This is an optimization exercise on Yosys and OpenROAD, whose aim is small area, a short achievable clock period and few clock cycles, not a production implementation.
The RTL of this run was laid out without a check of its function.
Power is estimated from default activity; no workload was simulated.

**config.mk**
```make
export PLATFORM = sky130hd
export DESIGN_NAME = qm_top
export DESIGN_NICKNAME = qm_top
export VERILOG_FILES = /design/flow/design.v
export SDC_FILE = /design/flow/constraint.sdc
export NUM_CORES = 8
export LEC_CHECK = 0
export CAP_MARGIN = 30
export CORE_MARGIN = 2
export CORE_UTILIZATION = 40
export SLEW_MARGIN = 20
```
**flow/run.sh**
```bash
#!/bin/bash
# Standard ORFS flow, with timing repair aiming past the clock target and
# plain buffers on the ports.
set -euo pipefail
bash standard.sh SETUP_SLACK_MARGIN=8 'BUFFER_PORTS_ARGS=-buffer_cell sky130_fd_sc_hd__buf_2' finish > standard.log 2>&1
```
**design.v**
```verilog
`timescale 1ns/1ps
module qm_merge_engine (
    input  logic [31:0] f,        
    output logic [31:0] row_nz,   
    input  logic [31:0] row_oh,   
    output logic [31:0] row,      
    input  logic [4:0]  cmask,    
    input  logic [31:0] cval_oh,  
    output logic        ess       
);
    wire t1 = f[0] & f[1];
    wire t2 = f[2] & f[3];
    wire t3 = f[4] & f[5];
    wire t4 = f[6] & f[7];
    wire t5 = f[8] & f[9];
    wire t6 = f[10] & f[11];
    wire t7 = f[12] & f[13];
    wire t8 = f[14] & f[15];
    wire t9 = f[16] & f[17];
    wire t10 = f[18] & f[19];
    wire t11 = f[20] & f[21];
    wire t12 = f[22] & f[23];
    wire t13 = f[24] & f[25];
    wire t14 = f[26] & f[27];
    wire t15 = f[28] & f[29];
    wire t16 = f[30] & f[31];
    wire t17 = f[0] & f[2];
    wire t18 = f[1] & f[3];
    wire t19 = f[4] & f[6];
    wire t20 = f[5] & f[7];
    wire t21 = f[8] & f[10];
    wire t22 = f[9] & f[11];
    wire t23 = f[12] & f[14];
    wire t24 = f[13] & f[15];
    wire t25 = f[16] & f[18];
    wire t26 = f[17] & f[19];
    wire t27 = f[20] & f[22];
    wire t28 = f[21] & f[23];
    wire t29 = f[24] & f[26];
    wire t30 = f[25] & f[27];
    wire t31 = f[28] & f[30];
    wire t32 = f[29] & f[31];
    wire t33 = t17 & t18;
    wire t34 = t19 & t20;
    wire t35 = t21 & t22;
    wire t36 = t23 & t24;
    wire t37 = t25 & t26;
    wire t38 = t27 & t28;
    wire t39 = t29 & t30;
    wire t40 = t31 & t32;
    wire t41 = f[0] & f[4];
    wire t42 = f[1] & f[5];
    wire t43 = f[2] & f[6];
    wire t44 = f[3] & f[7];
    wire t45 = f[8] & f[12];
    wire t46 = f[9] & f[13];
    wire t47 = f[10] & f[14];
    wire t48 = f[11] & f[15];
    wire t49 = f[16] & f[20];
    wire t50 = f[17] & f[21];
    wire t51 = f[18] & f[22];
    wire t52 = f[19] & f[23];
    wire t53 = f[24] & f[28];
    wire t54 = f[25] & f[29];
    wire t55 = f[26] & f[30];
    wire t56 = f[27] & f[31];
    wire t57 = t41 & t42;
    wire t58 = t43 & t44;
    wire t59 = t45 & t46;
    wire t60 = t47 & t48;
    wire t61 = t49 & t50;
    wire t62 = t51 & t52;
    wire t63 = t53 & t54;
    wire t64 = t55 & t56;
    wire t65 = t41 & t43;
    wire t66 = t42 & t44;
    wire t67 = t45 & t47;
    wire t68 = t46 & t48;
    wire t69 = t49 & t51;
    wire t70 = t50 & t52;
    wire t71 = t53 & t55;
    wire t72 = t54 & t56;
    wire t73 = t65 & t66;
    wire t74 = t67 & t68;
    wire t75 = t69 & t70;
    wire t76 = t71 & t72;
    wire t77 = f[0] & f[8];
    wire t78 = f[1] & f[9];
    wire t79 = f[2] & f[10];
    wire t80 = f[3] & f[11];
    wire t81 = f[4] & f[12];
    wire t82 = f[5] & f[13];
    wire t83 = f[6] & f[14];
    wire t84 = f[7] & f[15];
    wire t85 = f[16] & f[24];
    wire t86 = f[17] & f[25];
    wire t87 = f[18] & f[26];
    wire t88 = f[19] & f[27];
    wire t89 = f[20] & f[28];
    wire t90 = f[21] & f[29];
    wire t91 = f[22] & f[30];
    wire t92 = f[23] & f[31];
    wire t93 = t77 & t78;
    wire t94 = t79 & t80;
    wire t95 = t81 & t82;
    wire t96 = t83 & t84;
    wire t97 = t85 & t86;
    wire t98 = t87 & t88;
    wire t99 = t89 & t90;
    wire t100 = t91 & t92;
    wire t101 = t77 & t79;
    wire t102 = t78 & t80;
    wire t103 = t81 & t83;
    wire t104 = t82 & t84;
    wire t105 = t85 & t87;
    wire t106 = t86 & t88;
    wire t107 = t89 & t91;
    wire t108 = t90 & t92;
    wire t109 = t101 & t102;
    wire t110 = t103 & t104;
    wire t111 = t105 & t106;
    wire t112 = t107 & t108;
    wire t113 = t77 & t81;
    wire t114 = t78 & t82;
    wire t115 = t79 & t83;
    wire t116 = t80 & t84;
    wire t117 = t85 & t89;
    wire t118 = t86 & t90;
    wire t119 = t87 & t91;
    wire t120 = t88 & t92;
    wire t121 = t113 & t114;
    wire t122 = t115 & t116;
    wire t123 = t117 & t118;
    wire t124 = t119 & t120;
    wire t125 = t113 & t115;
    wire t126 = t114 & t116;
    wire t127 = t117 & t119;
    wire t128 = t118 & t120;
    wire t129 = t125 & t126;
    wire t130 = t127 & t128;
    wire t131 = f[0] & f[16];
    wire t132 = f[1] & f[17];
    wire t133 = f[2] & f[18];
    wire t134 = f[3] & f[19];
    wire t135 = f[4] & f[20];
    wire t136 = f[5] & f[21];
    wire t137 = f[6] & f[22];
    wire t138 = f[7] & f[23];
    wire t139 = f[8] & f[24];
    wire t140 = f[9] & f[25];
    wire t141 = f[10] & f[26];
    wire t142 = f[11] & f[27];
    wire t143 = f[12] & f[28];
    wire t144 = f[13] & f[29];
    wire t145 = f[14] & f[30];
    wire t146 = f[15] & f[31];
    wire t147 = t131 & t132;
    wire t148 = t133 & t134;
    wire t149 = t135 & t136;
    wire t150 = t137 & t138;
    wire t151 = t139 & t140;
    wire t152 = t141 & t142;
    wire t153 = t143 & t144;
    wire t154 = t145 & t146;
    wire t155 = t131 & t133;
    wire t156 = t132 & t134;
    wire t157 = t135 & t137;
    wire t158 = t136 & t138;
    wire t159 = t139 & t141;
    wire t160 = t140 & t142;
    wire t161 = t143 & t145;
    wire t162 = t144 & t146;
    wire t163 = t155 & t156;
    wire t164 = t157 & t158;
    wire t165 = t159 & t160;
    wire t166 = t161 & t162;
    wire t167 = t131 & t135;
    wire t168 = t132 & t136;
    wire t169 = t133 & t137;
    wire t170 = t134 & t138;
    wire t171 = t139 & t143;
    wire t172 = t140 & t144;
    wire t173 = t141 & t145;
    wire t174 = t142 & t146;
    wire t175 = t167 & t168;
    wire t176 = t169 & t170;
    wire t177 = t171 & t172;
    wire t178 = t173 & t174;
    wire t179 = t167 & t169;
    wire t180 = t168 & t170;
    wire t181 = t171 & t173;
    wire t182 = t172 & t174;
    wire t183 = t179 & t180;
    wire t184 = t181 & t182;
    wire t185 = t131 & t139;
    wire t186 = t132 & t140;
    wire t187 = t133 & t141;
    wire t188 = t134 & t142;
    wire t189 = t135 & t143;
    wire t190 = t136 & t144;
    wire t191 = t137 & t145;
    wire t192 = t138 & t146;
    wire t193 = t185 & t186;
    wire t194 = t187 & t188;
    wire t195 = t189 & t190;
    wire t196 = t191 & t192;
    wire t197 = t185 & t187;
    wire t198 = t186 & t188;
    wire t199 = t189 & t191;
    wire t200 = t190 & t192;
    wire t201 = t197 & t198;
    wire t202 = t199 & t200;
    wire t203 = t185 & t189;
    wire t204 = t186 & t190;
    wire t205 = t187 & t191;
    wire t206 = t188 & t192;
    wire t207 = t203 & t204;
    wire t208 = t205 & t206;
    wire t209 = t203 & t205;
    wire t210 = t204 & t206;
    wire t211 = t209 & t210;
    wire t212 = f[0] & ~(t1 | t17 | t41 | t77 | t131);
    wire t213 = f[1] & ~(t1 | t18 | t42 | t78 | t132);
    wire t214 = f[2] & ~(t2 | t17 | t43 | t79 | t133);
    wire t215 = f[3] & ~(t2 | t18 | t44 | t80 | t134);
    wire t216 = f[4] & ~(t3 | t19 | t41 | t81 | t135);
    wire t217 = f[5] & ~(t3 | t20 | t42 | t82 | t136);
    wire t218 = f[6] & ~(t4 | t19 | t43 | t83 | t137);
    wire t219 = f[7] & ~(t4 | t20 | t44 | t84 | t138);
    wire t220 = f[8] & ~(t5 | t21 | t45 | t77 | t139);
    wire t221 = f[9] & ~(t5 | t22 | t46 | t78 | t140);
    wire t222 = f[10] & ~(t6 | t21 | t47 | t79 | t141);
    wire t223 = f[11] & ~(t6 | t22 | t48 | t80 | t142);
    wire t224 = f[12] & ~(t7 | t23 | t45 | t81 | t143);
    wire t225 = f[13] & ~(t7 | t24 | t46 | t82 | t144);
    wire t226 = f[14] & ~(t8 | t23 | t47 | t83 | t145);
    wire t227 = f[15] & ~(t8 | t24 | t48 | t84 | t146);
    wire t228 = f[16] & ~(t9 | t25 | t49 | t85 | t131);
    wire t229 = f[17] & ~(t9 | t26 | t50 | t86 | t132);
    wire t230 = f[18] & ~(t10 | t25 | t51 | t87 | t133);
    wire t231 = f[19] & ~(t10 | t26 | t52 | t88 | t134);
    wire t232 = f[20] & ~(t11 | t27 | t49 | t89 | t135);
    wire t233 = f[21] & ~(t11 | t28 | t50 | t90 | t136);
    wire t234 = f[22] & ~(t12 | t27 | t51 | t91 | t137);
    wire t235 = f[23] & ~(t12 | t28 | t52 | t92 | t138);
    wire t236 = f[24] & ~(t13 | t29 | t53 | t85 | t139);
    wire t237 = f[25] & ~(t13 | t30 | t54 | t86 | t140);
    wire t238 = f[26] & ~(t14 | t29 | t55 | t87 | t141);
    wire t239 = f[27] & ~(t14 | t30 | t56 | t88 | t142);
    wire t240 = f[28] & ~(t15 | t31 | t53 | t89 | t143);
    wire t241 = f[29] & ~(t15 | t32 | t54 | t90 | t144);
    wire t242 = f[30] & ~(t16 | t31 | t55 | t91 | t145);
    wire t243 = f[31] & ~(t16 | t32 | t56 | t92 | t146);
    wire t244 = t1 & ~(t33 | t57 | t93 | t147);
    wire t245 = t2 & ~(t33 | t58 | t94 | t148);
    wire t246 = t3 & ~(t34 | t57 | t95 | t149);
    wire t247 = t4 & ~(t34 | t58 | t96 | t150);
    wire t248 = t5 & ~(t35 | t59 | t93 | t151);
    wire t249 = t6 & ~(t35 | t60 | t94 | t152);
    wire t250 = t7 & ~(t36 | t59 | t95 | t153);
    wire t251 = t8 & ~(t36 | t60 | t96 | t154);
    wire t252 = t9 & ~(t37 | t61 | t97 | t147);
    wire t253 = t10 & ~(t37 | t62 | t98 | t148);
    wire t254 = t11 & ~(t38 | t61 | t99 | t149);
    wire t255 = t12 & ~(t38 | t62 | t100 | t150);
    wire t256 = t13 & ~(t39 | t63 | t97 | t151);
    wire t257 = t14 & ~(t39 | t64 | t98 | t152);
    wire t258 = t15 & ~(t40 | t63 | t99 | t153);
    wire t259 = t16 & ~(t40 | t64 | t100 | t154);
    wire t260 = t17 & ~(t33 | t65 | t101 | t155);
    wire t261 = t18 & ~(t33 | t66 | t102 | t156);
    wire t262 = t19 & ~(t34 | t65 | t103 | t157);
    wire t263 = t20 & ~(t34 | t66 | t104 | t158);
    wire t264 = t21 & ~(t35 | t67 | t101 | t159);
    wire t265 = t22 & ~(t35 | t68 | t102 | t160);
    wire t266 = t23 & ~(t36 | t67 | t103 | t161);
    wire t267 = t24 & ~(t36 | t68 | t104 | t162);
    wire t268 = t25 & ~(t37 | t69 | t105 | t155);
    wire t269 = t26 & ~(t37 | t70 | t106 | t156);
    wire t270 = t27 & ~(t38 | t69 | t107 | t157);
    wire t271 = t28 & ~(t38 | t70 | t108 | t158);
    wire t272 = t29 & ~(t39 | t71 | t105 | t159);
    wire t273 = t30 & ~(t39 | t72 | t106 | t160);
    wire t274 = t31 & ~(t40 | t71 | t107 | t161);
    wire t275 = t32 & ~(t40 | t72 | t108 | t162);
    wire t276 = t33 & ~(t73 | t109 | t163);
    wire t277 = t34 & ~(t73 | t110 | t164);
    wire t278 = t35 & ~(t74 | t109 | t165);
    wire t279 = t36 & ~(t74 | t110 | t166);
    wire t280 = t37 & ~(t75 | t111 | t163);
    wire t281 = t38 & ~(t75 | t112 | t164);
    wire t282 = t39 & ~(t76 | t111 | t165);
    wire t283 = t40 & ~(t76 | t112 | t166);
    wire t284 = t41 & ~(t57 | t65 | t113 | t167);
    wire t285 = t42 & ~(t57 | t66 | t114 | t168);
    wire t286 = t43 & ~(t58 | t65 | t115 | t169);
    wire t287 = t44 & ~(t58 | t66 | t116 | t170);
    wire t288 = t45 & ~(t59 | t67 | t113 | t171);
    wire t289 = t46 & ~(t59 | t68 | t114 | t172);
    wire t290 = t47 & ~(t60 | t67 | t115 | t173);
    wire t291 = t48 & ~(t60 | t68 | t116 | t174);
    wire t292 = t49 & ~(t61 | t69 | t117 | t167);
    wire t293 = t50 & ~(t61 | t70 | t118 | t168);
    wire t294 = t51 & ~(t62 | t69 | t119 | t169);
    wire t295 = t52 & ~(t62 | t70 | t120 | t170);
    wire t296 = t53 & ~(t63 | t71 | t117 | t171);
    wire t297 = t54 & ~(t63 | t72 | t118 | t172);
    wire t298 = t55 & ~(t64 | t71 | t119 | t173);
    wire t299 = t56 & ~(t64 | t72 | t120 | t174);
    wire t300 = t57 & ~(t73 | t121 | t175);
    wire t301 = t58 & ~(t73 | t122 | t176);
    wire t302 = t59 & ~(t74 | t121 | t177);
    wire t303 = t60 & ~(t74 | t122 | t178);
    wire t304 = t61 & ~(t75 | t123 | t175);
    wire t305 = t62 & ~(t75 | t124 | t176);
    wire t306 = t63 & ~(t76 | t123 | t177);
    wire t307 = t64 & ~(t76 | t124 | t178);
    wire t308 = t65 & ~(t73 | t125 | t179);
    wire t309 = t66 & ~(t73 | t126 | t180);
    wire t310 = t67 & ~(t74 | t125 | t181);
    wire t311 = t68 & ~(t74 | t126 | t182);
    wire t312 = t69 & ~(t75 | t127 | t179);
    wire t313 = t70 & ~(t75 | t128 | t180);
    wire t314 = t71 & ~(t76 | t127 | t181);
    wire t315 = t72 & ~(t76 | t128 | t182);
    wire t316 = t73 & ~(t129 | t183);
    wire t317 = t74 & ~(t129 | t184);
    wire t318 = t75 & ~(t130 | t183);
    wire t319 = t76 & ~(t130 | t184);
    wire t320 = t77 & ~(t93 | t101 | t113 | t185);
    wire t321 = t78 & ~(t93 | t102 | t114 | t186);
    wire t322 = t79 & ~(t94 | t101 | t115 | t187);
    wire t323 = t80 & ~(t94 | t102 | t116 | t188);
    wire t324 = t81 & ~(t95 | t103 | t113 | t189);
    wire t325 = t82 & ~(t95 | t104 | t114 | t190);
    wire t326 = t83 & ~(t96 | t103 | t115 | t191);
    wire t327 = t84 & ~(t96 | t104 | t116 | t192);
    wire t328 = t85 & ~(t97 | t105 | t117 | t185);
    wire t329 = t86 & ~(t97 | t106 | t118 | t186);
    wire t330 = t87 & ~(t98 | t105 | t119 | t187);
    wire t331 = t88 & ~(t98 | t106 | t120 | t188);
    wire t332 = t89 & ~(t99 | t107 | t117 | t189);
    wire t333 = t90 & ~(t99 | t108 | t118 | t190);
    wire t334 = t91 & ~(t100 | t107 | t119 | t191);
    wire t335 = t92 & ~(t100 | t108 | t120 | t192);
    wire t336 = t93 & ~(t109 | t121 | t193);
    wire t337 = t94 & ~(t109 | t122 | t194);
    wire t338 = t95 & ~(t110 | t121 | t195);
    wire t339 = t96 & ~(t110 | t122 | t196);
    wire t340 = t97 & ~(t111 | t123 | t193);
    wire t341 = t98 & ~(t111 | t124 | t194);
    wire t342 = t99 & ~(t112 | t123 | t195);
    wire t343 = t100 & ~(t112 | t124 | t196);
    wire t344 = t101 & ~(t109 | t125 | t197);
    wire t345 = t102 & ~(t109 | t126 | t198);
    wire t346 = t103 & ~(t110 | t125 | t199);
    wire t347 = t104 & ~(t110 | t126 | t200);
    wire t348 = t105 & ~(t111 | t127 | t197);
    wire t349 = t106 & ~(t111 | t128 | t198);
    wire t350 = t107 & ~(t112 | t127 | t199);
    wire t351 = t108 & ~(t112 | t128 | t200);
    wire t352 = t109 & ~(t129 | t201);
    wire t353 = t110 & ~(t129 | t202);
    wire t354 = t111 & ~(t130 | t201);
    wire t355 = t112 & ~(t130 | t202);
    wire t356 = t113 & ~(t121 | t125 | t203);
    wire t357 = t114 & ~(t121 | t126 | t204);
    wire t358 = t115 & ~(t122 | t125 | t205);
    wire t359 = t116 & ~(t122 | t126 | t206);
    wire t360 = t117 & ~(t123 | t127 | t203);
    wire t361 = t118 & ~(t123 | t128 | t204);
    wire t362 = t119 & ~(t124 | t127 | t205);
    wire t363 = t120 & ~(t124 | t128 | t206);
    wire t364 = t121 & ~(t129 | t207);
    wire t365 = t122 & ~(t129 | t208);
    wire t366 = t123 & ~(t130 | t207);
    wire t367 = t124 & ~(t130 | t208);
    wire t368 = t125 & ~(t129 | t209);
    wire t369 = t126 & ~(t129 | t210);
    wire t370 = t127 & ~(t130 | t209);
    wire t371 = t128 & ~(t130 | t210);
    wire t372 = t129 & ~(t211);
    wire t373 = t130 & ~(t211);
    wire t374 = t131 & ~(t147 | t155 | t167 | t185);
    wire t375 = t132 & ~(t147 | t156 | t168 | t186);
    wire t376 = t133 & ~(t148 | t155 | t169 | t187);
    wire t377 = t134 & ~(t148 | t156 | t170 | t188);
    wire t378 = t135 & ~(t149 | t157 | t167 | t189);
    wire t379 = t136 & ~(t149 | t158 | t168 | t190);
    wire t380 = t137 & ~(t150 | t157 | t169 | t191);
    wire t381 = t138 & ~(t150 | t158 | t170 | t192);
    wire t382 = t139 & ~(t151 | t159 | t171 | t185);
    wire t383 = t140 & ~(t151 | t160 | t172 | t186);
    wire t384 = t141 & ~(t152 | t159 | t173 | t187);
    wire t385 = t142 & ~(t152 | t160 | t174 | t188);
    wire t386 = t143 & ~(t153 | t161 | t171 | t189);
    wire t387 = t144 & ~(t153 | t162 | t172 | t190);
    wire t388 = t145 & ~(t154 | t161 | t173 | t191);
    wire t389 = t146 & ~(t154 | t162 | t174 | t192);
    wire t390 = t147 & ~(t163 | t175 | t193);
    wire t391 = t148 & ~(t163 | t176 | t194);
    wire t392 = t149 & ~(t164 | t175 | t195);
    wire t393 = t150 & ~(t164 | t176 | t196);
    wire t394 = t151 & ~(t165 | t177 | t193);
    wire t395 = t152 & ~(t165 | t178 | t194);
    wire t396 = t153 & ~(t166 | t177 | t195);
    wire t397 = t154 & ~(t166 | t178 | t196);
    wire t398 = t155 & ~(t163 | t179 | t197);
    wire t399 = t156 & ~(t163 | t180 | t198);
    wire t400 = t157 & ~(t164 | t179 | t199);
    wire t401 = t158 & ~(t164 | t180 | t200);
    wire t402 = t159 & ~(t165 | t181 | t197);
    wire t403 = t160 & ~(t165 | t182 | t198);
    wire t404 = t161 & ~(t166 | t181 | t199);
    wire t405 = t162 & ~(t166 | t182 | t200);
    wire t406 = t163 & ~(t183 | t201);
    wire t407 = t164 & ~(t183 | t202);
    wire t408 = t165 & ~(t184 | t201);
    wire t409 = t166 & ~(t184 | t202);
    wire t410 = t167 & ~(t175 | t179 | t203);
    wire t411 = t168 & ~(t175 | t180 | t204);
    wire t412 = t169 & ~(t176 | t179 | t205);
    wire t413 = t170 & ~(t176 | t180 | t206);
    wire t414 = t171 & ~(t177 | t181 | t203);
    wire t415 = t172 & ~(t177 | t182 | t204);
    wire t416 = t173 & ~(t178 | t181 | t205);
    wire t417 = t174 & ~(t178 | t182 | t206);
    wire t418 = t175 & ~(t183 | t207);
    wire t419 = t176 & ~(t183 | t208);
    wire t420 = t177 & ~(t184 | t207);
    wire t421 = t178 & ~(t184 | t208);
    wire t422 = t179 & ~(t183 | t209);
    wire t423 = t180 & ~(t183 | t210);
    wire t424 = t181 & ~(t184 | t209);
    wire t425 = t182 & ~(t184 | t210);
    wire t426 = t183 & ~(t211);
    wire t427 = t184 & ~(t211);
    wire t428 = t185 & ~(t193 | t197 | t203);
    wire t429 = t186 & ~(t193 | t198 | t204);
    wire t430 = t187 & ~(t194 | t197 | t205);
    wire t431 = t188 & ~(t194 | t198 | t206);
    wire t432 = t189 & ~(t195 | t199 | t203);
    wire t433 = t190 & ~(t195 | t200 | t204);
    wire t434 = t191 & ~(t196 | t199 | t205);
    wire t435 = t192 & ~(t196 | t200 | t206);
    wire t436 = t193 & ~(t201 | t207);
    wire t437 = t194 & ~(t201 | t208);
    wire t438 = t195 & ~(t202 | t207);
    wire t439 = t196 & ~(t202 | t208);
    wire t440 = t197 & ~(t201 | t209);
    wire t441 = t198 & ~(t201 | t210);
    wire t442 = t199 & ~(t202 | t209);
    wire t443 = t200 & ~(t202 | t210);
    wire t444 = t201 & ~(t211);
    wire t445 = t202 & ~(t211);
    wire t446 = t203 & ~(t207 | t209);
    wire t447 = t204 & ~(t207 | t210);
    wire t448 = t205 & ~(t208 | t209);
    wire t449 = t206 & ~(t208 | t210);
    wire t450 = t207 & ~(t211);
    wire t451 = t208 & ~(t211);
    wire t452 = t209 & ~(t211);
    wire t453 = t210 & ~(t211);
    assign row_nz[0] = t212 | t213 | t214 | t215 | t216 | t217 | t218 | t219 | t220 | t221 | t222 | t223 | t224 | t225 | t226 | t227 | t228 | t229 | t230 | t231 | t232 | t233 | t234 | t235 | t236 | t237 | t238 | t239 | t240 | t241 | t242 | t243;
    assign row_nz[1] = t244 | t245 | t246 | t247 | t248 | t249 | t250 | t251 | t252 | t253 | t254 | t255 | t256 | t257 | t258 | t259;
    assign row_nz[2] = t260 | t261 | t262 | t263 | t264 | t265 | t266 | t267 | t268 | t269 | t270 | t271 | t272 | t273 | t274 | t275;
    assign row_nz[3] = t276 | t277 | t278 | t279 | t280 | t281 | t282 | t283;
    assign row_nz[4] = t284 | t285 | t286 | t287 | t288 | t289 | t290 | t291 | t292 | t293 | t294 | t295 | t296 | t297 | t298 | t299;
    assign row_nz[5] = t300 | t301 | t302 | t303 | t304 | t305 | t306 | t307;
    assign row_nz[6] = t308 | t309 | t310 | t311 | t312 | t313 | t314 | t315;
    assign row_nz[7] = t316 | t317 | t318 | t319;
    assign row_nz[8] = t320 | t321 | t322 | t323 | t324 | t325 | t326 | t327 | t328 | t329 | t330 | t331 | t332 | t333 | t334 | t335;
    assign row_nz[9] = t336 | t337 | t338 | t339 | t340 | t341 | t342 | t343;
    assign row_nz[10] = t344 | t345 | t346 | t347 | t348 | t349 | t350 | t351;
    assign row_nz[11] = t352 | t353 | t354 | t355;
    assign row_nz[12] = t356 | t357 | t358 | t359 | t360 | t361 | t362 | t363;
    assign row_nz[13] = t364 | t365 | t366 | t367;
    assign row_nz[14] = t368 | t369 | t370 | t371;
    assign row_nz[15] = t372 | t373;
    assign row_nz[16] = t374 | t375 | t376 | t377 | t378 | t379 | t380 | t381 | t382 | t383 | t384 | t385 | t386 | t387 | t388 | t389;
    assign row_nz[17] = t390 | t391 | t392 | t393 | t394 | t395 | t396 | t397;
    assign row_nz[18] = t398 | t399 | t400 | t401 | t402 | t403 | t404 | t405;
    assign row_nz[19] = t406 | t407 | t408 | t409;
    assign row_nz[20] = t410 | t411 | t412 | t413 | t414 | t415 | t416 | t417;
    assign row_nz[21] = t418 | t419 | t420 | t421;
    assign row_nz[22] = t422 | t423 | t424 | t425;
    assign row_nz[23] = t426 | t427;
    assign row_nz[24] = t428 | t429 | t430 | t431 | t432 | t433 | t434 | t435;
    assign row_nz[25] = t436 | t437 | t438 | t439;
    assign row_nz[26] = t440 | t441 | t442 | t443;
    assign row_nz[27] = t444 | t445;
    assign row_nz[28] = t446 | t447 | t448 | t449;
    assign row_nz[29] = t450 | t451;
    assign row_nz[30] = t452 | t453;
    assign row_nz[31] = t211;
    assign row[0] = (row_oh[0] & t212) | (row_oh[1] & t244) | (row_oh[2] & t260) | (row_oh[3] & t276) | (row_oh[4] & t284) | (row_oh[5] & t300) | (row_oh[6] & t308) | (row_oh[7] & t316) | (row_oh[8] & t320) | (row_oh[9] & t336) | (row_oh[10] & t344) | (row_oh[11] & t352) | (row_oh[12] & t356) | (row_oh[13] & t364) | (row_oh[14] & t368) | (row_oh[15] & t372) | (row_oh[16] & t374) | (row_oh[17] & t390) | (row_oh[18] & t398) | (row_oh[19] & t406) | (row_oh[20] & t410) | (row_oh[21] & t418) | (row_oh[22] & t422) | (row_oh[23] & t426) | (row_oh[24] & t428) | (row_oh[25] & t436) | (row_oh[26] & t440) | (row_oh[27] & t444) | (row_oh[28] & t446) | (row_oh[29] & t450) | (row_oh[30] & t452) | (row_oh[31] & t211);
    assign row[1] = (row_oh[0] & t213) | (row_oh[2] & t261) | (row_oh[4] & t285) | (row_oh[6] & t309) | (row_oh[8] & t321) | (row_oh[10] & t345) | (row_oh[12] & t357) | (row_oh[14] & t369) | (row_oh[16] & t375) | (row_oh[18] & t399) | (row_oh[20] & t411) | (row_oh[22] & t423) | (row_oh[24] & t429) | (row_oh[26] & t441) | (row_oh[28] & t447) | (row_oh[30] & t453);
    assign row[2] = (row_oh[0] & t214) | (row_oh[1] & t245) | (row_oh[4] & t286) | (row_oh[5] & t301) | (row_oh[8] & t322) | (row_oh[9] & t337) | (row_oh[12] & t358) | (row_oh[13] & t365) | (row_oh[16] & t376) | (row_oh[17] & t391) | (row_oh[20] & t412) | (row_oh[21] & t419) | (row_oh[24] & t430) | (row_oh[25] & t437) | (row_oh[28] & t448) | (row_oh[29] & t451);
    assign row[3] = (row_oh[0] & t215) | (row_oh[4] & t287) | (row_oh[8] & t323) | (row_oh[12] & t359) | (row_oh[16] & t377) | (row_oh[20] & t413) | (row_oh[24] & t431) | (row_oh[28] & t449);
    assign row[4] = (row_oh[0] & t216) | (row_oh[1] & t246) | (row_oh[2] & t262) | (row_oh[3] & t277) | (row_oh[8] & t324) | (row_oh[9] & t338) | (row_oh[10] & t346) | (row_oh[11] & t353) | (row_oh[16] & t378) | (row_oh[17] & t392) | (row_oh[18] & t400) | (row_oh[19] & t407) | (row_oh[24] & t432) | (row_oh[25] & t438) | (row_oh[26] & t442) | (row_oh[27] & t445);
    assign row[5] = (row_oh[0] & t217) | (row_oh[2] & t263) | (row_oh[8] & t325) | (row_oh[10] & t347) | (row_oh[16] & t379) | (row_oh[18] & t401) | (row_oh[24] & t433) | (row_oh[26] & t443);
    assign row[6] = (row_oh[0] & t218) | (row_oh[1] & t247) | (row_oh[8] & t326) | (row_oh[9] & t339) | (row_oh[16] & t380) | (row_oh[17] & t393) | (row_oh[24] & t434) | (row_oh[25] & t439);
    assign row[7] = (row_oh[0] & t219) | (row_oh[8] & t327) | (row_oh[16] & t381) | (row_oh[24] & t435);
    assign row[8] = (row_oh[0] & t220) | (row_oh[1] & t248) | (row_oh[2] & t264) | (row_oh[3] & t278) | (row_oh[4] & t288) | (row_oh[5] & t302) | (row_oh[6] & t310) | (row_oh[7] & t317) | (row_oh[16] & t382) | (row_oh[17] & t394) | (row_oh[18] & t402) | (row_oh[19] & t408) | (row_oh[20] & t414) | (row_oh[21] & t420) | (row_oh[22] & t424) | (row_oh[23] & t427);
    assign row[9] = (row_oh[0] & t221) | (row_oh[2] & t265) | (row_oh[4] & t289) | (row_oh[6] & t311) | (row_oh[16] & t383) | (row_oh[18] & t403) | (row_oh[20] & t415) | (row_oh[22] & t425);
    assign row[10] = (row_oh[0] & t222) | (row_oh[1] & t249) | (row_oh[4] & t290) | (row_oh[5] & t303) | (row_oh[16] & t384) | (row_oh[17] & t395) | (row_oh[20] & t416) | (row_oh[21] & t421);
    assign row[11] = (row_oh[0] & t223) | (row_oh[4] & t291) | (row_oh[16] & t385) | (row_oh[20] & t417);
    assign row[12] = (row_oh[0] & t224) | (row_oh[1] & t250) | (row_oh[2] & t266) | (row_oh[3] & t279) | (row_oh[16] & t386) | (row_oh[17] & t396) | (row_oh[18] & t404) | (row_oh[19] & t409);
    assign row[13] = (row_oh[0] & t225) | (row_oh[2] & t267) | (row_oh[16] & t387) | (row_oh[18] & t405);
    assign row[14] = (row_oh[0] & t226) | (row_oh[1] & t251) | (row_oh[16] & t388) | (row_oh[17] & t397);
    assign row[15] = (row_oh[0] & t227) | (row_oh[16] & t389);
    assign row[16] = (row_oh[0] & t228) | (row_oh[1] & t252) | (row_oh[2] & t268) | (row_oh[3] & t280) | (row_oh[4] & t292) | (row_oh[5] & t304) | (row_oh[6] & t312) | (row_oh[7] & t318) | (row_oh[8] & t328) | (row_oh[9] & t340) | (row_oh[10] & t348) | (row_oh[11] & t354) | (row_oh[12] & t360) | (row_oh[13] & t366) | (row_oh[14] & t370) | (row_oh[15] & t373);
    assign row[17] = (row_oh[0] & t229) | (row_oh[2] & t269) | (row_oh[4] & t293) | (row_oh[6] & t313) | (row_oh[8] & t329) | (row_oh[10] & t349) | (row_oh[12] & t361) | (row_oh[14] & t371);
    assign row[18] = (row_oh[0] & t230) | (row_oh[1] & t253) | (row_oh[4] & t294) | (row_oh[5] & t305) | (row_oh[8] & t330) | (row_oh[9] & t341) | (row_oh[12] & t362) | (row_oh[13] & t367);
    assign row[19] = (row_oh[0] & t231) | (row_oh[4] & t295) | (row_oh[8] & t331) | (row_oh[12] & t363);
    assign row[20] = (row_oh[0] & t232) | (row_oh[1] & t254) | (row_oh[2] & t270) | (row_oh[3] & t281) | (row_oh[8] & t332) | (row_oh[9] & t342) | (row_oh[10] & t350) | (row_oh[11] & t355);
    assign row[21] = (row_oh[0] & t233) | (row_oh[2] & t271) | (row_oh[8] & t333) | (row_oh[10] & t351);
    assign row[22] = (row_oh[0] & t234) | (row_oh[1] & t255) | (row_oh[8] & t334) | (row_oh[9] & t343);
    assign row[23] = (row_oh[0] & t235) | (row_oh[8] & t335);
    assign row[24] = (row_oh[0] & t236) | (row_oh[1] & t256) | (row_oh[2] & t272) | (row_oh[3] & t282) | (row_oh[4] & t296) | (row_oh[5] & t306) | (row_oh[6] & t314) | (row_oh[7] & t319);
    assign row[25] = (row_oh[0] & t237) | (row_oh[2] & t273) | (row_oh[4] & t297) | (row_oh[6] & t315);
    assign row[26] = (row_oh[0] & t238) | (row_oh[1] & t257) | (row_oh[4] & t298) | (row_oh[5] & t307);
    assign row[27] = (row_oh[0] & t239) | (row_oh[4] & t299);
    assign row[28] = (row_oh[0] & t240) | (row_oh[1] & t258) | (row_oh[2] & t274) | (row_oh[3] & t283);
    assign row[29] = (row_oh[0] & t241) | (row_oh[2] & t275);
    assign row[30] = (row_oh[0] & t242) | (row_oh[1] & t259);
    assign row[31] = (row_oh[0] & t243);
    wire z0 = (cmask[0] | ~f[1]) & (cmask[1] | ~f[2]) & (cmask[2] | ~f[4]) & (cmask[3] | ~f[8]) & (cmask[4] | ~f[16]);
    wire z1 = (cmask[0] | ~f[0]) & (cmask[1] | ~f[3]) & (cmask[2] | ~f[5]) & (cmask[3] | ~f[9]) & (cmask[4] | ~f[17]);
    wire z2 = (cmask[0] | ~f[3]) & (cmask[1] | ~f[0]) & (cmask[2] | ~f[6]) & (cmask[3] | ~f[10]) & (cmask[4] | ~f[18]);
    wire z3 = (cmask[0] | ~f[2]) & (cmask[1] | ~f[1]) & (cmask[2] | ~f[7]) & (cmask[3] | ~f[11]) & (cmask[4] | ~f[19]);
    wire z4 = (cmask[0] | ~f[5]) & (cmask[1] | ~f[6]) & (cmask[2] | ~f[0]) & (cmask[3] | ~f[12]) & (cmask[4] | ~f[20]);
    wire z5 = (cmask[0] | ~f[4]) & (cmask[1] | ~f[7]) & (cmask[2] | ~f[1]) & (cmask[3] | ~f[13]) & (cmask[4] | ~f[21]);
    wire z6 = (cmask[0] | ~f[7]) & (cmask[1] | ~f[4]) & (cmask[2] | ~f[2]) & (cmask[3] | ~f[14]) & (cmask[4] | ~f[22]);
    wire z7 = (cmask[0] | ~f[6]) & (cmask[1] | ~f[5]) & (cmask[2] | ~f[3]) & (cmask[3] | ~f[15]) & (cmask[4] | ~f[23]);
    wire z8 = (cmask[0] | ~f[9]) & (cmask[1] | ~f[10]) & (cmask[2] | ~f[12]) & (cmask[3] | ~f[0]) & (cmask[4] | ~f[24]);
    wire z9 = (cmask[0] | ~f[8]) & (cmask[1] | ~f[11]) & (cmask[2] | ~f[13]) & (cmask[3] | ~f[1]) & (cmask[4] | ~f[25]);
    wire z10 = (cmask[0] | ~f[11]) & (cmask[1] | ~f[8]) & (cmask[2] | ~f[14]) & (cmask[3] | ~f[2]) & (cmask[4] | ~f[26]);
    wire z11 = (cmask[0] | ~f[10]) & (cmask[1] | ~f[9]) & (cmask[2] | ~f[15]) & (cmask[3] | ~f[3]) & (cmask[4] | ~f[27]);
    wire z12 = (cmask[0] | ~f[13]) & (cmask[1] | ~f[14]) & (cmask[2] | ~f[8]) & (cmask[3] | ~f[4]) & (cmask[4] | ~f[28]);
    wire z13 = (cmask[0] | ~f[12]) & (cmask[1] | ~f[15]) & (cmask[2] | ~f[9]) & (cmask[3] | ~f[5]) & (cmask[4] | ~f[29]);
    wire z14 = (cmask[0] | ~f[15]) & (cmask[1] | ~f[12]) & (cmask[2] | ~f[10]) & (cmask[3] | ~f[6]) & (cmask[4] | ~f[30]);
    wire z15 = (cmask[0] | ~f[14]) & (cmask[1] | ~f[13]) & (cmask[2] | ~f[11]) & (cmask[3] | ~f[7]) & (cmask[4] | ~f[31]);
    wire z16 = (cmask[0] | ~f[17]) & (cmask[1] | ~f[18]) & (cmask[2] | ~f[20]) & (cmask[3] | ~f[24]) & (cmask[4] | ~f[0]);
    wire z17 = (cmask[0] | ~f[16]) & (cmask[1] | ~f[19]) & (cmask[2] | ~f[21]) & (cmask[3] | ~f[25]) & (cmask[4] | ~f[1]);
    wire z18 = (cmask[0] | ~f[19]) & (cmask[1] | ~f[16]) & (cmask[2] | ~f[22]) & (cmask[3] | ~f[26]) & (cmask[4] | ~f[2]);
    wire z19 = (cmask[0] | ~f[18]) & (cmask[1] | ~f[17]) & (cmask[2] | ~f[23]) & (cmask[3] | ~f[27]) & (cmask[4] | ~f[3]);
    wire z20 = (cmask[0] | ~f[21]) & (cmask[1] | ~f[22]) & (cmask[2] | ~f[16]) & (cmask[3] | ~f[28]) & (cmask[4] | ~f[4]);
    wire z21 = (cmask[0] | ~f[20]) & (cmask[1] | ~f[23]) & (cmask[2] | ~f[17]) & (cmask[3] | ~f[29]) & (cmask[4] | ~f[5]);
    wire z22 = (cmask[0] | ~f[23]) & (cmask[1] | ~f[20]) & (cmask[2] | ~f[18]) & (cmask[3] | ~f[30]) & (cmask[4] | ~f[6]);
    wire z23 = (cmask[0] | ~f[22]) & (cmask[1] | ~f[21]) & (cmask[2] | ~f[19]) & (cmask[3] | ~f[31]) & (cmask[4] | ~f[7]);
    wire z24 = (cmask[0] | ~f[25]) & (cmask[1] | ~f[26]) & (cmask[2] | ~f[28]) & (cmask[3] | ~f[16]) & (cmask[4] | ~f[8]);
    wire z25 = (cmask[0] | ~f[24]) & (cmask[1] | ~f[27]) & (cmask[2] | ~f[29]) & (cmask[3] | ~f[17]) & (cmask[4] | ~f[9]);
    wire z26 = (cmask[0] | ~f[27]) & (cmask[1] | ~f[24]) & (cmask[2] | ~f[30]) & (cmask[3] | ~f[18]) & (cmask[4] | ~f[10]);
    wire z27 = (cmask[0] | ~f[26]) & (cmask[1] | ~f[25]) & (cmask[2] | ~f[31]) & (cmask[3] | ~f[19]) & (cmask[4] | ~f[11]);
    wire z28 = (cmask[0] | ~f[29]) & (cmask[1] | ~f[30]) & (cmask[2] | ~f[24]) & (cmask[3] | ~f[20]) & (cmask[4] | ~f[12]);
    wire z29 = (cmask[0] | ~f[28]) & (cmask[1] | ~f[31]) & (cmask[2] | ~f[25]) & (cmask[3] | ~f[21]) & (cmask[4] | ~f[13]);
    wire z30 = (cmask[0] | ~f[31]) & (cmask[1] | ~f[28]) & (cmask[2] | ~f[26]) & (cmask[3] | ~f[22]) & (cmask[4] | ~f[14]);
    wire z31 = (cmask[0] | ~f[30]) & (cmask[1] | ~f[29]) & (cmask[2] | ~f[27]) & (cmask[3] | ~f[23]) & (cmask[4] | ~f[15]);
    wire t454 = z0 | (cmask[0] & z1);
    wire t455 = z2 | (cmask[0] & z3);
    wire t456 = z4 | (cmask[0] & z5);
    wire t457 = z6 | (cmask[0] & z7);
    wire t458 = z8 | (cmask[0] & z9);
    wire t459 = z10 | (cmask[0] & z11);
    wire t460 = z12 | (cmask[0] & z13);
    wire t461 = z14 | (cmask[0] & z15);
    wire t462 = z16 | (cmask[0] & z17);
    wire t463 = z18 | (cmask[0] & z19);
    wire t464 = z20 | (cmask[0] & z21);
    wire t465 = z22 | (cmask[0] & z23);
    wire t466 = z24 | (cmask[0] & z25);
    wire t467 = z26 | (cmask[0] & z27);
    wire t468 = z28 | (cmask[0] & z29);
    wire t469 = z30 | (cmask[0] & z31);
    wire t470 = t454 | (cmask[1] & t455);
    wire t471 = z1 | (cmask[1] & z3);
    wire t472 = t456 | (cmask[1] & t457);
    wire t473 = z5 | (cmask[1] & z7);
    wire t474 = t458 | (cmask[1] & t459);
    wire t475 = z9 | (cmask[1] & z11);
    wire t476 = t460 | (cmask[1] & t461);
    wire t477 = z13 | (cmask[1] & z15);
    wire t478 = t462 | (cmask[1] & t463);
    wire t479 = z17 | (cmask[1] & z19);
    wire t480 = t464 | (cmask[1] & t465);
    wire t481 = z21 | (cmask[1] & z23);
    wire t482 = t466 | (cmask[1] & t467);
    wire t483 = z25 | (cmask[1] & z27);
    wire t484 = t468 | (cmask[1] & t469);
    wire t485 = z29 | (cmask[1] & z31);
    wire t486 = t470 | (cmask[2] & t472);
    wire t487 = t471 | (cmask[2] & t473);
    wire t488 = t455 | (cmask[2] & t457);
    wire t489 = z3 | (cmask[2] & z7);
    wire t490 = t474 | (cmask[2] & t476);
    wire t491 = t475 | (cmask[2] & t477);
    wire t492 = t459 | (cmask[2] & t461);
    wire t493 = z11 | (cmask[2] & z15);
    wire t494 = t478 | (cmask[2] & t480);
    wire t495 = t479 | (cmask[2] & t481);
    wire t496 = t463 | (cmask[2] & t465);
    wire t497 = z19 | (cmask[2] & z23);
    wire t498 = t482 | (cmask[2] & t484);
    wire t499 = t483 | (cmask[2] & t485);
    wire t500 = t467 | (cmask[2] & t469);
    wire t501 = z27 | (cmask[2] & z31);
    wire t502 = t486 | (cmask[3] & t490);
    wire t503 = t487 | (cmask[3] & t491);
    wire t504 = t488 | (cmask[3] & t492);
    wire t505 = t489 | (cmask[3] & t493);
    wire t506 = t472 | (cmask[3] & t476);
    wire t507 = t473 | (cmask[3] & t477);
    wire t508 = t457 | (cmask[3] & t461);
    wire t509 = z7 | (cmask[3] & z15);
    wire t510 = t494 | (cmask[3] & t498);
    wire t511 = t495 | (cmask[3] & t499);
    wire t512 = t496 | (cmask[3] & t500);
    wire t513 = t497 | (cmask[3] & t501);
    wire t514 = t480 | (cmask[3] & t484);
    wire t515 = t481 | (cmask[3] & t485);
    wire t516 = t465 | (cmask[3] & t469);
    wire t517 = z23 | (cmask[3] & z31);
    wire t518 = t502 | (cmask[4] & t510);
    wire t519 = t503 | (cmask[4] & t511);
    wire t520 = t504 | (cmask[4] & t512);
    wire t521 = t505 | (cmask[4] & t513);
    wire t522 = t506 | (cmask[4] & t514);
    wire t523 = t507 | (cmask[4] & t515);
    wire t524 = t508 | (cmask[4] & t516);
    wire t525 = t509 | (cmask[4] & t517);
    wire t526 = t490 | (cmask[4] & t498);
    wire t527 = t491 | (cmask[4] & t499);
    wire t528 = t492 | (cmask[4] & t500);
    wire t529 = t493 | (cmask[4] & t501);
    wire t530 = t476 | (cmask[4] & t484);
    wire t531 = t477 | (cmask[4] & t485);
    wire t532 = t461 | (cmask[4] & t469);
    wire t533 = z15 | (cmask[4] & z31);
    assign ess = (cval_oh[0] & t518) | (cval_oh[1] & t519) | (cval_oh[2] & t520) | (cval_oh[3] & t521) | (cval_oh[4] & t522) | (cval_oh[5] & t523) | (cval_oh[6] & t524) | (cval_oh[7] & t525) | (cval_oh[8] & t526) | (cval_oh[9] & t527) | (cval_oh[10] & t528) | (cval_oh[11] & t529) | (cval_oh[12] & t530) | (cval_oh[13] & t531) | (cval_oh[14] & t532) | (cval_oh[15] & t533) | (cval_oh[16] & t510) | (cval_oh[17] & t511) | (cval_oh[18] & t512) | (cval_oh[19] & t513) | (cval_oh[20] & t514) | (cval_oh[21] & t515) | (cval_oh[22] & t516) | (cval_oh[23] & t517) | (cval_oh[24] & t498) | (cval_oh[25] & t499) | (cval_oh[26] & t500) | (cval_oh[27] & t501) | (cval_oh[28] & t484) | (cval_oh[29] & t485) | (cval_oh[30] & t469) | (cval_oh[31] & z31);
endmodule
`timescale 1ns/1ps
module qm_top (
    input  logic        clk,
    input  logic        rst_n,
    input  logic        psel,
    input  logic        penable,
    input  logic        pwrite,
    input  logic [11:0] paddr,
    input  logic [31:0] pwdata,
    output logic [31:0] prdata,
    output logic        pready,
    output logic        pslverr
);
    function automatic logic [31:0] lowest(input logic [31:0] x);
        logic [31:0] p;
        p = x;
        for (int s = 0; s < 5; s++) begin
            for (int i = 0; i < 32; i++) begin
                if ((i >> s) & 1) p[i] = p[i] | p[((i >> s) << s) - 1];
            end
        end
        lowest = x & ~{p[30:0], 1'b0};
    endfunction
    function automatic logic [4:0] enc(input logic [31:0] oh);
        enc = '0;
        for (int i = 0; i < 32; i++) begin
            if (oh[i]) enc = enc | 5'(i);
        end
    endfunction
    logic setup, access;
    logic a_onset, a_ctrl, a_status, a_result, mapped;
    logic [4:0] k;
    assign setup    = psel & ~penable;
    assign access   = psel & penable;
    assign a_onset  = (paddr == 12'h000);
    assign a_ctrl   = (paddr == 12'h004);
    assign a_status = (paddr == 12'h008);
    assign a_result = (paddr[11:7] == 5'b00010) && (paddr[1:0] == 2'b00);
    assign mapped   = a_onset | a_ctrl | a_status | a_result;
    assign k        = paddr[6:2];
    logic [31:0] onset, spec, run_onset;
    logic        busy, busy_q, pend, done;
    logic        chg;
    logic [1:0]  stab;
    logic        prep_ok;
    assign spec = (psel && pwrite && a_onset) ? pwdata : onset;
    assign chg  = ~busy & ((setup & pwrite & a_onset) | busy_q);
    always_ff @(posedge clk) begin
        if (!rst_n) begin
            onset <= '0;
        end else if (access && pwrite && a_onset) begin
            onset <= pwdata;
        end
        if (!busy) begin
            run_onset <= spec;
        end
    end
    logic [31:0] row_nz_c;            
    logic [31:0] rowbits;             
    logic [4:0]  mcur;                
    logic [31:0] rr;                  
    logic [31:0] src_oh, row_c;
    logic [31:0] v_oh, rest;
    logic [4:0]  v;
    logic        ess;
    logic        prepping, go_q;
    logic        start_now, step, first, ins, last, any;
    logic [5:0]  prime_cnt, ess_cnt, pc_inc, ec_inc;
    logic [3:0]  age_lo;              
    logic [7:0]  age_hi;              
    qm_merge_engine i_engine (
        .f      (run_onset),
        .row_nz (row_nz_c),
        .row_oh (src_oh),
        .row    (row_c),
        .cmask  (mcur),
        .cval_oh(v_oh),
        .ess    (ess)
    );
    assign prepping = (~busy | pend) & ~prep_ok;
    assign src_oh = lowest(rr);
    assign v_oh = lowest(rowbits);
    assign v    = enc(v_oh);
    assign rest = rowbits & ~v_oh;
    assign any  = |rowbits;
    assign last = (rest == '0) && (rr == '0);
    always_ff @(posedge clk) begin
        go_q <= rst_n & setup & pwrite & a_ctrl & pwdata[0];
    end
    assign start_now = go_q & ~busy;
    assign step      = (start_now & prep_ok) | (busy & ~pend) | (pend & prep_ok);
    assign first     = step & ~(busy & ~pend);
    assign ins       = step & any;
    assign pc_inc = prime_cnt + 6'd1;
    assign ec_inc = ess_cnt + 6'd1;
    always_ff @(posedge clk) begin
        if (step) begin
            if (rest == '0) begin
                rowbits <= row_c;
                mcur    <= enc(src_oh);
                rr      <= rr & ~src_oh;
            end else begin
                rowbits <= rest;
            end
        end else if (prepping) begin
            if (stab == 2'd0) begin
                rr      <= row_nz_c;
            end else begin
                rowbits <= row_c;
                mcur    <= enc(src_oh);
                rr      <= rr & ~src_oh;
            end
        end
        if (first & ins) begin
            age_lo <= 4'b0001;
            age_hi <= 8'b0000_0001;
        end else begin
            age_lo <= {age_lo[2:0], age_lo[3]};
            if (age_lo[3]) age_hi <= {age_hi[6:0], age_hi[7]};
        end
    end
    always_ff @(posedge clk) begin
        if (!rst_n) begin
            busy      <= 1'b0;
            busy_q    <= 1'b0;
            pend      <= 1'b0;
            done      <= 1'b0;
            stab      <= 2'd0;
            prime_cnt <= '0;
            ess_cnt   <= '0;
        end else begin
            busy_q <= busy;
            if ((!busy || pend) && !chg) begin
                stab <= (stab == 2'd2) ? 2'd2 : stab + 2'd1;
            end else begin
                stab <= 2'd0;
            end
            if (start_now) begin
                busy <= 1'b1;
                done <= 1'b0;
                pend <= ~prep_ok;
            end
            if (step) begin
                prime_cnt <= first ? {5'd0, ins} : pc_inc;
                if (first)           ess_cnt <= {5'd0, ins & ess};
                else if (ins && ess) ess_cnt <= ec_inc;
                pend      <= 1'b0;
                if (!any || last) begin
                    busy <= 1'b0;
                    done <= 1'b1;
                end else begin
                    busy <= 1'b1;
                    done <= 1'b0;
                end
            end
        end
    end
    assign prep_ok = (stab == 2'd2);
    logic [9:0]  ring [32];
    logic [4:0]  code_in;
    always_comb begin
        code_in = 5'd0;
        for (int c = 0; c < 27; c++) begin
            if (mcur[2:0] == 3'({(c / 9) % 3 == 2, (c / 3) % 3 == 2, c % 3 == 2}) &&
                v[2:0]    == 3'({(c / 9) % 3 == 1, (c / 3) % 3 == 1, c % 3 == 1}))
                code_in = 5'(c);
        end
    end
    always_ff @(posedge clk) begin
        ring[0] <= ins ? {ess, mcur[4:3], v[4:3], code_in} : ring[31];
        for (int j = 1; j < 32; j++) begin
            ring[j] <= ring[j-1];
        end
    end
    logic        rd_onset, rd_status, err_q;
    logic [9:0]  rd_q;
    logic [9:0]  rword;
    logic [2:0]  dmask, dval;
    logic [3:0]  k_lo_oh, lo_oh;
    logic [7:0]  k_hi_oh, hi0_oh, hi_oh;
    logic        lo_borrow;
    logic [9:0]  grp [8];
    always_comb begin
        for (int i = 0; i < 4; i++) k_lo_oh[i] = (k[1:0] == 2'(i));
        for (int i = 0; i < 8; i++) k_hi_oh[i] = (k[4:2] == 3'(i));
        lo_borrow = 1'b0;
        for (int a = 0; a < 4; a++) lo_borrow = lo_borrow | (age_lo[a] & (k[1:0] > 2'(a)));
        for (int l = 0; l < 4; l++) begin
            lo_oh[l] = 1'b0;
            for (int a = 0; a < 4; a++) lo_oh[l] = lo_oh[l] | (age_lo[a] & k_lo_oh[(a - l + 4) % 4]);
        end
        for (int h = 0; h < 8; h++) begin
            hi0_oh[h] = 1'b0;
            for (int a = 0; a < 8; a++) hi0_oh[h] = hi0_oh[h] | (age_hi[a] & k_hi_oh[(a - h + 8) % 8]);
        end
        for (int h = 0; h < 8; h++) hi_oh[h] = lo_borrow ? hi0_oh[(h + 1) % 8] : hi0_oh[h];
        for (int h = 0; h < 8; h++) begin
            grp[h] = '0;
            for (int l = 0; l < 4; l++) grp[h] = grp[h] | (lo_oh[l] ? ring[4*h + l] : 10'd0);
        end
        rword = '0;
        for (int h = 0; h < 8; h++) rword = rword | (hi_oh[h] ? grp[h] : 10'd0);
    end
    always_ff @(posedge clk) begin
        rd_q      <= (~pwrite & a_result & ({1'b0, k} < prime_cnt)) ? rword : 10'd0;
        rd_onset  <= ~pwrite & a_onset;
        rd_status <= ~pwrite & a_status;
        err_q     <= ~mapped | (pwrite & (a_status | a_result));
    end
    always_comb begin
        dmask = '0;
        dval  = '0;
        for (int c = 0; c < 27; c++) begin
            if (rd_q[4:0] == 5'(c)) begin
                for (int i = 0; i < 3; i++) begin
                    dmask[i] = ((c / (3 ** i)) % 3) == 2;
                    dval[i]  = ((c / (3 ** i)) % 3) == 1;
                end
            end
        end
        prdata = {15'd0, rd_q[9], 3'd0, rd_q[8:7], dmask, 3'd0, rd_q[6:5], dval};
        if (rd_onset)  prdata = prdata | onset;
        if (rd_status) prdata = prdata | {10'd0, ess_cnt, 2'd0, prime_cnt, 6'd0, done, busy};
    end
    assign pready  = 1'b1;
    assign pslverr = err_q;
endmodule
```
**constraint.sdc**
```tcl
create_clock -name core_clock -period 12.0 [get_ports {clk}]
set_input_delay 2.4000 -clock core_clock [delete_from_list [all_inputs] [get_ports {clk}]]
set_output_delay 2.4000 -clock core_clock [all_outputs]
set_load 0.01 [all_outputs]
```
**standard.sh**
```bash
#!/bin/bash
# synth_recipe.tcl (not shown) runs the flow's synth.tcl, then flattens the netlist and writes it again
# the make line also repeats each setting of config.mk as NAME=value (left out here)
make -C /OpenROAD-flow-scripts/flow DESIGN_CONFIG=/design/flow/config.mk WORK_HOME=/design/flow/orfs CLKGATE_MAP_FILE= SYNTH_SCRIPT=/design/flow/synth_recipe.tcl "${@:-finish}"
```
==> notes.md <==
## report_power, final
| part | switching (mW) | total [mW] | leakage, nW | internal (mW) |
|---|---|---|---|---|
| logic | 0.535 | 0.743 | 5.65 | 0.208 |
| registers | 0.112 | 1.91 | 4.31 | 1.80 |
| clock network | 0.745 | 1.76 | 0.942 | 1.02 |
| total | 1.39 | 4.42 | 10.9 | 3.03 |
## per-layer routing
layer / track usage / share of wire
met5: 0 / 0.00010
met4: 0.2076 / 0.067
met3: 0.1048 / 0.12
met2: 0.5361 / 0.41
met1: 0.4892 / 0.40
## sequential cells by signal, indices dropped and copies added, names as in the netlist
register / flops
ring: 320
onset: 32
rowbits: 32
rr: 32
run_onset: 32
rd_q: 10
age_hi: 8
ess_cnt: 6
prime_cnt: 6
mcur: 5
age_lo: 4
stab: 2
busy: 1
busy_q: 1
done: 1
err_q: 1
go_q: 1
pend: 1
rd_onset: 1
rd_status: 1
## through the flow
step	util	area (sq um)
after floorplan	-	26420
after global placement	0.4284	27120
after detailed placement	0.4303	27240
after CTS	0.4772	30210
after global routing	0.4866	30810
final	0.4867	30810
## cell families (layout without fill, tap and decap cells)
family                     Yosys count  after routing  synth area share
AOI/OAI and AO/OA                  857            857            0.2286
xor gates and xnor gates             7              7          0.002383
adders and majority gates           15             15          0.006904
buffers and inverters              281            403           0.04254
DFF                                497            497            0.4259
muxes                               74             78           0.03267
other                                1              3         0.0001457
and+or+nand+nor                   1354           1355            0.2608
## path summary, 6_finish.rpt
check	startpoint	to
hold reg to reg	ring[20][1]$_DFF_P_	ring[21][1]$_DFF_P_
setup / recovery	rd_q[2]$_SDFF_PN0_	prdata[0]
hold / removal	ring[20][1]$_DFF_P_	ring[21][1]$_DFF_P_
setup reg to reg	run_onset[12]$_DFFE_PN_	rowbits[0]$_DFFE_PP_
## placed cells by master, fill, tap and decap left out, types with 12 or more instances in the layout
master	n
nand2_1	390
dfxtp_1	389
nor2_1	264
a21oi_1	173
a22oi_1	146
nand4_1	124
nand3_1	111
buf_4	108
nor3_1	103
edfxtp_1	101
o21ai_0	99
buf_2	80
nor4_1	65
o22ai_1	64
inv_1	60
clkbuf_16	58
and2_1	56
nand2b_1	43
mux2_4	35
a22o_1	31
a21boi_1	30
mux2i_1	26
nor2b_1	26
a31oi_1	25
and3_1	21
a221oi_1	21
o221ai_1	19
nand4b_1	17
a221oi_2	17
buf_6	17
a211oi_1	16
o21ai_1	16
or3_1	15
or4_1	15
o31ai_1	14
o211ai_1	13
or2_2	12
o22a_1	12
## worst reg2reg max path: stages (launching register included)
cell	delay, ps
edfxtp_1	330
buf_4	400
and2_1	310
nand2_1	270
or2_2	380
nor2_1	100
buf_4	170
o32ai_1	100
a21oi_1	330
nand4_1	150
nor4_1	550
o2111ai_1	320
o31a_1	360
## repair_timing
action,4_1_cts,5_1_grt
resized for setup,106,63
endpoints found under the setup margin,180,147
pin swaps,18,24
cloned,9,3
setup buffers,49,26
hold buffers,0,0
## final cells by class
class	instances	area [sq um]
Antenna cell	2	5.005
Clock inverter	31	365.4
Clock buffer	71	1558
Inverter	66	262.8
Timing Repair Buffer	234	2009
Timing Repair inverter	1	5.005
Tap cell	846	1059
Sequential cell	497	10980
Multi-Input combinational cell	2313	14570
Fill cell	6054	32500
==> results.toml <==
[clock_network]
h-tree-depth = 2
clock_sinks = 497
cts.path.max_buffers = 3
cts_buffers = 54
root_buffer = "clkbuf_16"
clock_latency_ps = 630
clkTransAtPathRegs_ps = 60
cts_tree = "done"

[pwr]
p_leak_nw = 10.90
total_power_mw = 4.419
ir_drop_uv = 127.6
power_density_nw_per_um2 = 143.4

[synthesis]
synth.largest_area_cell = "dfxtp_1"
syn_area_sq_um = 25730
synthMostInstantiatedCell = "nand2_1"
ys_ff_latch = 497
synth_area_leaders = "dfxtp_1 31%, edfxtp_1 12%, nand2_1 5.8%"
ys.flop_type = "dfxtp_1"
syn_nets = 3146
synthCells = 3086
yosys_warnings = 3
synth_common_cells = "399 x nand2_1, 396 x dfxtp_1, 273 x nor2_1"
synth_edf_count = 101
synth.avg_cell_area_sq_um = 8.339
synth_top_area_share = 0.3081
synth-async-reset-ratio = 0
seq_area_frac_synth = 0.4259
synth.distinct_cells = 86

[timing]
worst_slack_ps = 7481
finalHoldViolations = 0
fmaxAchievable_ghz = 0.2213
min_period_over_period = 0.3766
finalSetupTns_ps = 0
period_needed_ps = 4519
drv_slew = 0
worst_pin_slew_ps = 1032
slew_headroom = 0.3056
finalSetupViolCount = 0
grt_setup_unrepaired = "yes"
skew_ps = 33.22
hold_slack_ps = 341.6

[grt]
grt_max_degree = 64
track_usage = 0.3682
grt_pass1_wl_microns = 183000
antenna_found_initial = 4
grt_pass1_vias = 26503
grt-ovfl-total = 0

[worst_setup_path]
path_buf_inv = 1
cpMostUsedCell = "a21oi_1"
path_class = "flip-flop to output port"
cp-end-kind = "output port"
r2r_cells = 12
crit_slowest_cell = "dfxtp_4"
cp_slowest_stage_delay_ps = 520
rrSetupSlack_ps = 7930
setup.worst_path.start_class = "flip-flop"
cp_max_fo = 8
crit_arrival_ps = 2120
worst-path-stages = 7
cp_cell_sequence = "xor2_2 > a21oi_1 > nor2_1 > a31oi_1 > a21oi_1 > a221o_1 > buf_2"
crit_required_ps = 9600
crit_family = "compound AO/OA/AOI/OAI gates"

[detailed_routing]
dr_total_vias = 27765
drt_pre_antenna_iters = 8
vias_per_cell = 6.837
initialDrtViolationCount = 3928
drt-wirelength-per-cell_microns = 31.41
ant_nets = 0
routed_wl_microns = 127600
drc_errors = 0

[status]
outcome = "no timing/DRC/antenna violations"

[die]
die_area_sq_um = 66380
coreArea_sq_um = 63310
fp.dieH_microns = 257.6
start_util = 0.4065
row_count = 92
die_w_microns = 257.6
ioPinCount = 83

[finish]
area_growth_pct = 19.75
layoutNonFillerInstCount = 4061
fin_nets = 3227
final_layout_size_suffix_gt1_frac = 0.1634

[min_path]
hold_class = "flip-flop to flip-flop"
holdPathStages = 0

[placed_design]
gp_congestion = 1.061
pre_cts_ws_ps = 6464
port_buffers = 81
dp.cells = 3867
hpwl_microns = 87740

[run]
drv_cap = 0

[port drivers added, routing unchanged]
The flow's constraints put no driver on any port. The routed layout listed below was extracted and timed again, unchanged, in two steps. Step 1 assumes that a clkbuf_16 drives the clock port and a buf_2 every other input. Step 2 adds t to the input delays and takes it off the output delays; t is the mean of the earliest and latest rising clock arrival at the registers after step 1. Input paths then give back, and output paths get back, about the clock's delay inside the block. a / b / c = ideal / step 1 / step 2; a / b = the first two.
shift t [ns]: 0.685
setup slack, ns: 7.481 / 7.413 / 7.367
worst slew at a driven data input, ns: 0.08
cell pins on the clock port's net: 1
After both steps setup and hold are still met in this run. The setup slack of this run moves by -0.068 ns with the drivers and by -0.114 ns with both steps.
